This is an optimization exercise on Yosys and OpenROAD, whose aim is small area, a short achievable clock period and few clock cycles, not a production implementation.
RTL that was checked went through simulation tests only; none was proved equivalent to the original.
No activity file was given, so power comes from the tool's default toggle rates.

==> flow/design.v <==
package rpvd_pkg;
    localparam int COLUMN_BITS    = 12;
    localparam int ROW_BITS       = 12;
    localparam int VALUE_BITS     = 32;
    localparam int THRESHOLD_BITS = 31;
    localparam int BOUND_BITS     = 32;
    localparam int CFG_INDEX_BITS = 3;
    localparam int CFG_DATA_BITS  = 32;
    typedef enum logic [CFG_INDEX_BITS-1:0] {
        REG_THRESHOLD          = 3'd0,
        REG_PEAK_GATE_ENABLE   = 3'd1,
        REG_PEAK_FLOOR         = 3'd2,
        REG_VALLEY_GATE_ENABLE = 3'd3,
        REG_VALLEY_CEILING     = 3'd4
    } cfg_reg_t;
    typedef struct packed {
        logic [THRESHOLD_BITS-1:0] threshold;
        logic                      peak_gate_enable;
        logic [BOUND_BITS-1:0]     peak_floor;
        logic                      valley_gate_enable;
        logic [BOUND_BITS-1:0]     valley_ceiling;
    } cfg_t;
    typedef struct packed {
        logic                   is_valley;
        logic [COLUMN_BITS-1:0] column;
        logic [ROW_BITS-1:0]    row;
        logic [VALUE_BITS-1:0]  value;
    } result_t;
endpackage
module rpvd_cfg (
    input  logic                                clk,
    input  logic                                rst_n,
    input  logic                                cfg_valid,
    output logic                                cfg_ready,
    input  logic [rpvd_pkg::CFG_INDEX_BITS-1:0] cfg_index,
    input  logic [rpvd_pkg::CFG_DATA_BITS-1:0]  cfg_data,
    output rpvd_pkg::cfg_t                      cfg
);
    rpvd_pkg::cfg_t cfg_reg;
    logic [rpvd_pkg::CFG_DATA_BITS-1:0] data;
    logic           write;
    assign cfg_ready = 1'b1;
    assign cfg       = cfg_reg;
    assign data      = rst_n ? cfg_data : '0;
    assign write     = !rst_n || cfg_valid;
    always_ff @(posedge clk)
    begin
        if (write && (!rst_n || cfg_index == rpvd_pkg::REG_THRESHOLD))
            cfg_reg.threshold <= data[rpvd_pkg::THRESHOLD_BITS-1:0];
        if (write && (!rst_n || cfg_index == rpvd_pkg::REG_PEAK_GATE_ENABLE))
            cfg_reg.peak_gate_enable <= data[0];
        if (write && (!rst_n || cfg_index == rpvd_pkg::REG_PEAK_FLOOR))
            cfg_reg.peak_floor <= data[rpvd_pkg::BOUND_BITS-1:0];
        if (write && (!rst_n || cfg_index == rpvd_pkg::REG_VALLEY_GATE_ENABLE))
            cfg_reg.valley_gate_enable <= data[0];
        if (write && (!rst_n || cfg_index == rpvd_pkg::REG_VALLEY_CEILING))
            cfg_reg.valley_ceiling <= data[rpvd_pkg::BOUND_BITS-1:0];
    end
endmodule
module rpvd_core (
    input  logic                             clk,
    input  logic                             rst_n,
    input  logic                             sample_valid,
    output logic                             sample_ready,
    input  logic [31:0]                      sample,
    input  logic                             row_start,
    input  logic                             frame_start,
    input  rpvd_pkg::cfg_t                   cfg,
    output logic                             result_valid,
    input  logic                             result_ready,
    output logic                             is_valley,
    output logic [rpvd_pkg::COLUMN_BITS-1:0] column,
    output logic [rpvd_pkg::ROW_BITS-1:0]    row,
    output logic [rpvd_pkg::VALUE_BITS-1:0]  value
);
    logic               in_valid_reg, skid_valid_reg, ready_reg;
    logic signed [31:0] in_s, skid_s;
    logic               in_rs, in_fs, skid_rs, skid_fs;
    logic signed [31:0] a_value_reg, b_value_reg;
    logic [11:0]        a_column_reg, b_column_reg;
    logic [11:0]        column_reg, row_reg;
    logic               seek_reg;
    logic               result_valid_reg;
    logic               is_valley_reg;
    logic               stall, consume, in_load, accept;
    logic               line_start;
    logic [11:0]        column_next, row_next;
    logic               beyond_a;
    logic               hit, gate_ok, event_valid;
    assign stall        = result_valid_reg && !result_ready;
    assign consume      = in_valid_reg && !stall;
    assign in_load      = !in_valid_reg || !stall;
    assign sample_ready = ready_reg;
    assign accept       = sample_valid && !skid_valid_reg;
    always_ff @(posedge clk or negedge rst_n)
    begin
        if (!rst_n)
        begin
            in_valid_reg   <= 1'b0;
            skid_valid_reg <= 1'b0;
            ready_reg      <= 1'b1;
        end
        else if (in_load)
        begin
            in_valid_reg   <= skid_valid_reg || accept;
            skid_valid_reg <= 1'b0;
            ready_reg      <= 1'b1;
        end
        else if (accept)
        begin
            skid_valid_reg <= 1'b1;
            ready_reg      <= 1'b0;
        end
    end
    always_ff @(posedge clk)
    begin
        if (in_load)
        begin
            if (skid_valid_reg)
            begin
                in_s  <= skid_s;
                in_rs <= skid_rs;
                in_fs <= skid_fs;
            end
            else
            begin
                in_s  <= sample;
                in_rs <= row_start;
                in_fs <= frame_start;
            end
        end
        if (!skid_valid_reg)
        begin
            skid_s  <= sample;
            skid_rs <= row_start;
            skid_fs <= frame_start;
        end
    end
    assign line_start = in_rs || in_fs;
    always_comb
    begin
        if (line_start)
            column_next = '0;
        else if (column_reg != 12'hFFF)
            column_next = column_reg + 1'b1;
        else
            column_next = column_reg;
        if (in_fs)
            row_next = '0;
        else if (in_rs && row_reg != 12'hFFF)
            row_next = row_reg + 1'b1;
        else
            row_next = row_reg;
    end
    function automatic logic carry_out(input logic [63:0] g_in, input logic [63:0] p_in);
        logic [63:0] g, p;
        g = g_in;
        p = p_in;
        for (int w = 1; w < 64; w = w * 2)
        begin
            for (int i = 0; i + w < 64; i = i + 2 * w)
            begin
                g[i] = g[i + w] | (p[i + w] & g[i]);
                p[i] = p[i + w] & p[i];
            end
        end
        carry_out = g[0];
    endfunction
    function automatic logic [1:0] order(input logic [31:0] x, input logic [31:0] y);
        logic [31:0] lt, gt;
        lt = ~x & y;
        gt = x & ~y;
        lt[31] = x[31] & ~y[31];
        gt[31] = ~x[31] & y[31];
        for (int w = 1; w < 32; w = w * 2)
        begin
            for (int i = 0; i + w < 32; i = i + 2 * w)
            begin
                lt[i] = lt[i + w] | (~gt[i + w] & lt[i]);
                gt[i] = gt[i + w] | (~lt[i + w] & gt[i]);
            end
        end
        order = {lt[0], gt[0]};
    endfunction
    function automatic logic less(input logic [31:0] x, input logic [31:0] y);
        logic [31:0] xu, yu;
        logic [63:0] g, p;
        xu = x ^ 32'h8000_0000;
        yu = y ^ 32'h8000_0000;
        g  = {32'h0000_0000, ~xu & yu};
        p  = {32'hFFFF_FFFF, ~xu | yu};
        less = carry_out(g, p);
    endfunction
    function automatic logic [1:0] hysteresis(input logic [31:0] x, input logic [30:0] t,
                                              input logic [31:0] y);
        logic [33:0] xe, te, ye, sum, cx, cy;
        logic [63:0] g, p, h, q;
        xe  = {{2{x[31]}}, x};
        te  = {3'b000, t};
        ye  = {{2{y[31]}}, y};
        sum = xe ^ te ^ ~ye;
        cx  = {(xe[32:0] & te[32:0]) | (xe[32:0] & ~ye[32:0]) | (te[32:0] & ~ye[32:0]), 1'b1};
        cy  = {(ye[32:0] & te[32:0]) | (ye[32:0] & ~xe[32:0]) | (te[32:0] & ~xe[32:0]), 1'b1};
        g   = {31'h0, sum[32:0] & cx[32:0]};
        p   = {31'h7FFF_FFFF, sum[32:0] | cx[32:0]};
        h   = {31'h0, sum[32:0] & cy[32:0]};
        q   = {31'h7FFF_FFFF, sum[32:0] | cy[32:0]};
        hysteresis = {sum[33] ^ cx[33] ^ carry_out(g, p), sum[33] ^ cy[33] ^ carry_out(h, q)};
    endfunction
    logic [1:0]  order_a;
    logic        peak_cond, valley_cond;
    logic [31:0] k_lo, k_hi;
    assign order_a     = order(in_s, a_value_reg);
    assign beyond_a    = seek_reg ? order_a[0] : order_a[1];
    assign {peak_cond, valley_cond} = hysteresis(in_s, cfg.threshold, a_value_reg);
    assign hit         = !line_start && (seek_reg ? peak_cond : valley_cond);
    assign k_lo = seek_reg ? cfg.peak_floor : a_value_reg;
    assign k_hi = seek_reg ? a_value_reg : cfg.valley_ceiling;
    assign gate_ok  = (a_column_reg != '0)
                      && ((seek_reg ? !cfg.peak_gate_enable : !cfg.valley_gate_enable)
                          || less(k_lo, k_hi));
    assign event_valid = consume && hit && gate_ok;
    always_ff @(posedge clk or negedge rst_n)
    begin
        if (!rst_n)
        begin
            a_value_reg  <= '0;
            a_column_reg <= '0;
            column_reg   <= '0;
            row_reg      <= '0;
            seek_reg     <= 1'b1;
        end
        else if (consume)
        begin
            column_reg <= column_next;
            row_reg    <= row_next;
            if (in_fs)
                seek_reg <= 1'b1;
            else if (hit)
                seek_reg <= !seek_reg;
            if (line_start || beyond_a || hit)
            begin
                a_value_reg  <= in_s;
                a_column_reg <= column_next;
            end
        end
    end
    always_ff @(posedge clk)
    begin
        if (consume && hit)
        begin
            b_value_reg  <= a_value_reg;
            b_column_reg <= a_column_reg;
        end
    end
    always_ff @(posedge clk or negedge rst_n)
    begin
        if (!rst_n)
        begin
            result_valid_reg <= 1'b0;
            is_valley_reg    <= 1'b0;
        end
        else if (!stall)
        begin
            result_valid_reg <= event_valid;
            if (event_valid)
                is_valley_reg <= !seek_reg;
        end
    end
    assign result_valid = result_valid_reg;
    assign is_valley    = is_valley_reg;
    assign column       = b_column_reg;
    assign row          = row_reg;
    assign value        = b_value_reg;
endmodule
module row_peak_valley_detector #(
    parameter int MAX_COLUMNS = 4096,
    parameter int MAX_ROWS    = 4096,
    parameter int SAMPLE_BITS = 32
) (
    input  logic                                clk,
    input  logic                                rst_n,
    input  logic                                cfg_valid,
    output logic                                cfg_ready,
    input  logic [rpvd_pkg::CFG_INDEX_BITS-1:0] cfg_index,
    input  logic [rpvd_pkg::CFG_DATA_BITS-1:0]  cfg_data,
    input  logic                                sample_valid,
    output logic                                sample_ready,
    input  logic [SAMPLE_BITS-1:0]              sample,
    input  logic                                row_start,
    input  logic                                frame_start,
    output logic                                result_valid,
    input  logic                                result_ready,
    output logic                                is_valley,
    output logic [rpvd_pkg::COLUMN_BITS-1:0]    column,
    output logic [rpvd_pkg::ROW_BITS-1:0]       row,
    output logic [rpvd_pkg::VALUE_BITS-1:0]     value
);
    rpvd_pkg::cfg_t cfg;
    rpvd_cfg u_cfg (
        .clk       (clk),
        .rst_n     (rst_n),
        .cfg_valid (cfg_valid),
        .cfg_ready (cfg_ready),
        .cfg_index (cfg_index),
        .cfg_data  (cfg_data),
        .cfg       (cfg)
    );
    rpvd_core u_core (
        .clk          (clk),
        .rst_n        (rst_n),
        .sample_valid (sample_valid),
        .sample_ready (sample_ready),
        .sample       (sample),
        .row_start    (row_start),
        .frame_start  (frame_start),
        .cfg          (cfg),
        .result_valid (result_valid),
        .result_ready (result_ready),
        .is_valley    (is_valley),
        .column       (column),
        .row          (row),
        .value        (value)
    );
endmodule
==> flow/config.mk <==
export PLATFORM = sky130hd
export DESIGN_NAME = row_peak_valley_detector
export DESIGN_NICKNAME = row_peak_valley_detector
export VERILOG_FILES = /design/flow/design.v
export SDC_FILE = /design/flow/constraint.sdc
export NUM_CORES = 4
export LEC_CHECK = 0
export CAP_MARGIN = 20
export CORE_MARGIN = 2
export CORE_UTILIZATION = 40
export PLACE_DENSITY = 0.6
export SETUP_SLACK_MARGIN = 0.5
export SLEW_MARGIN = 20
==> flow/constraint.sdc <==
create_clock -name core_clock -period 10.0 [get_ports {clk}]
set_input_delay 2.0000 -clock core_clock [delete_from_list [all_inputs] [get_ports {clk}]]
set_output_delay 2.0000 -clock core_clock [all_outputs]
set_load 0.01 [all_outputs]
standard.sh (not shown) runs the stock make flow with config.mk's settings and CLKGATE_MAP_FILE= SYNTH_SCRIPT=/design/flow/synth_recipe.tcl, a recipe that flattens the netlist after the stock synthesis.
==> flow/flow/run.sh <==
#!/bin/bash
# The standard layout (standard.sh), with these changes:
# - timing repair aims for a setup slack of 6.5 ns (a 10 ns clock, so about 3.5 ns);
# - the port buffers are plain sky130_fd_sc_hd__buf_1 cells;
# - the clock tree clusters up to 30 flip-flops per leaf buffer.
# The full output of the ORFS make run goes to flow.log.
bash standard.sh SETUP_SLACK_MARGIN=6.5 "BUFFER_PORTS_ARGS=-buffer_cell sky130_fd_sc_hd__buf_1" CTS_CLUSTER_SIZE=30 CTS_CLUSTER_DIAMETER=80  finish > flow.log 2>&1
Testbench counts at the start, summed over its fixed seeds: cycles 64,112.
Change:
--- a/flow/design.v
+++ b/flow/design.v
@@ -83,11 +83,11 @@
     logic               result_valid_reg;
     logic               is_valley_reg;
     logic               stall, consume, in_load, accept;
     logic               line_start;
     logic [11:0]        column_next, row_next;
-    logic               beyond_a;
+    logic               beyond_a, beyond_b;
     logic               hit, gate_ok, event_valid;
     assign stall        = result_valid_reg && !result_ready;
     assign consume      = in_valid_reg && !stall;
     assign in_load      = !in_valid_reg || !stall;
     assign sample_ready = ready_reg;
@@ -205,54 +205,62 @@
         p   = {31'h7FFF_FFFF, sum[32:0] | cx[32:0]};
         h   = {31'h0, sum[32:0] & cy[32:0]};
         q   = {31'h7FFF_FFFF, sum[32:0] | cy[32:0]};
         hysteresis = {sum[33] ^ cx[33] ^ carry_out(g, p), sum[33] ^ cy[33] ^ carry_out(h, q)};
     endfunction
-    logic [1:0]  order_a;
+    logic [1:0]  order_a, order_b;
     logic        peak_cond, valley_cond;
     logic [31:0] k_lo, k_hi;
     assign order_a     = order(in_s, a_value_reg);
+    assign order_b     = order(in_s, b_value_reg);
     assign beyond_a    = seek_reg ? order_a[0] : order_a[1];
+    assign beyond_b    = seek_reg ? order_b[1] : order_b[0];
     assign {peak_cond, valley_cond} = hysteresis(in_s, cfg.threshold, a_value_reg);
     assign hit         = !line_start && (seek_reg ? peak_cond : valley_cond);
     assign k_lo = seek_reg ? cfg.peak_floor : a_value_reg;
     assign k_hi = seek_reg ? a_value_reg : cfg.valley_ceiling;
     assign gate_ok  = (a_column_reg != '0)
                       && ((seek_reg ? !cfg.peak_gate_enable : !cfg.valley_gate_enable)
                           || less(k_lo, k_hi));
     assign event_valid = consume && hit && gate_ok;
+    logic        confirm, load_a, load_b, count;
+    logic [31:0] b_value_other;
+    logic [11:0] b_column_other;
+    assign confirm        = consume && hit;
+    assign load_a         = consume && (line_start || beyond_a);
+    assign load_b         = consume && (line_start || beyond_b);
+    assign b_value_other  = load_b ? in_s : b_value_reg;
+    assign b_column_other = load_b ? column_next : b_column_reg;
     always_ff @(posedge clk or negedge rst_n)
     begin
         if (!rst_n)
         begin
             a_value_reg  <= '0;
             a_column_reg <= '0;
+            b_value_reg  <= '0;
+            b_column_reg <= '0;
             column_reg   <= '0;
             row_reg      <= '0;
             seek_reg     <= 1'b1;
         end
-        else if (consume)
+        else
         begin
-            column_reg <= column_next;
-            row_reg    <= row_next;
-            if (in_fs)
+            if (consume)
+                column_reg <= column_next;
+            if (consume && line_start)
+                row_reg <= row_next;
+            if (consume && in_fs)
                 seek_reg <= 1'b1;
-            else if (hit)
+            else if (confirm)
                 seek_reg <= !seek_reg;
-            if (line_start || beyond_a || hit)
+            if (load_a || confirm)
             begin
                 a_value_reg  <= in_s;
                 a_column_reg <= column_next;
             end
-        end
-    end
-    always_ff @(posedge clk)
-    begin
-        if (consume && hit)
-        begin
-            b_value_reg  <= a_value_reg;
-            b_column_reg <= a_column_reg;
+            b_value_reg  <= confirm ? a_value_reg : b_value_other;
+            b_column_reg <= confirm ? a_column_reg : b_column_other;
         end
     end
     always_ff @(posedge clk or negedge rst_n)
     begin
         if (!rst_n)
Outcome:
- count of clock-buffer cells in the layout increases by 1
- combinational power increases to 2.6 times its value
- worst hold slack is about the same
- global-route usage increases by 2.7 points
- clock skew stays flat
- routed wire length increases by 31%
- power increases by 61%
For the second run of this note, only the layout was checked, not whether the RTL still works.

==> re-timing with driven ports <==
The flow's constraints put no driver on any port. The routed layouts listed below were extracted and timed again, unchanged, in two steps. Step 1: set_driving_cell puts a clkbuf_16 on clk and a buf_2 on each other input, an assumption about the parent block. Step 2, shift: input delay + t, output delay - t, t = (earliest + latest rising clock arrival at the registers) / 2. This alone moves slack from input paths to output paths. a / b / c = ideal ports / drivers / drivers and shift; a / b = the first two.
| run | t, ns | setup WS [ns] | hold WS [ns] | clock arrival spread, ns |
|---|---|---|---|---|
| the first run | 0.558 | 6.201 / 6.201 / 5.947 | 0.477 / 0.477 / 0.477 | 0.024 / 0.024 |
| the second run | 0.591 | 5.964 / 5.977 / 5.386 | 0.478 / 0.478 / 0.478 | 0.021 / 0.021 |
After both steps every run listed still meets setup and hold. The setup slack of the second run, which loses most, moves by +0.013 ns with the drivers and by -0.578 ns with both steps.
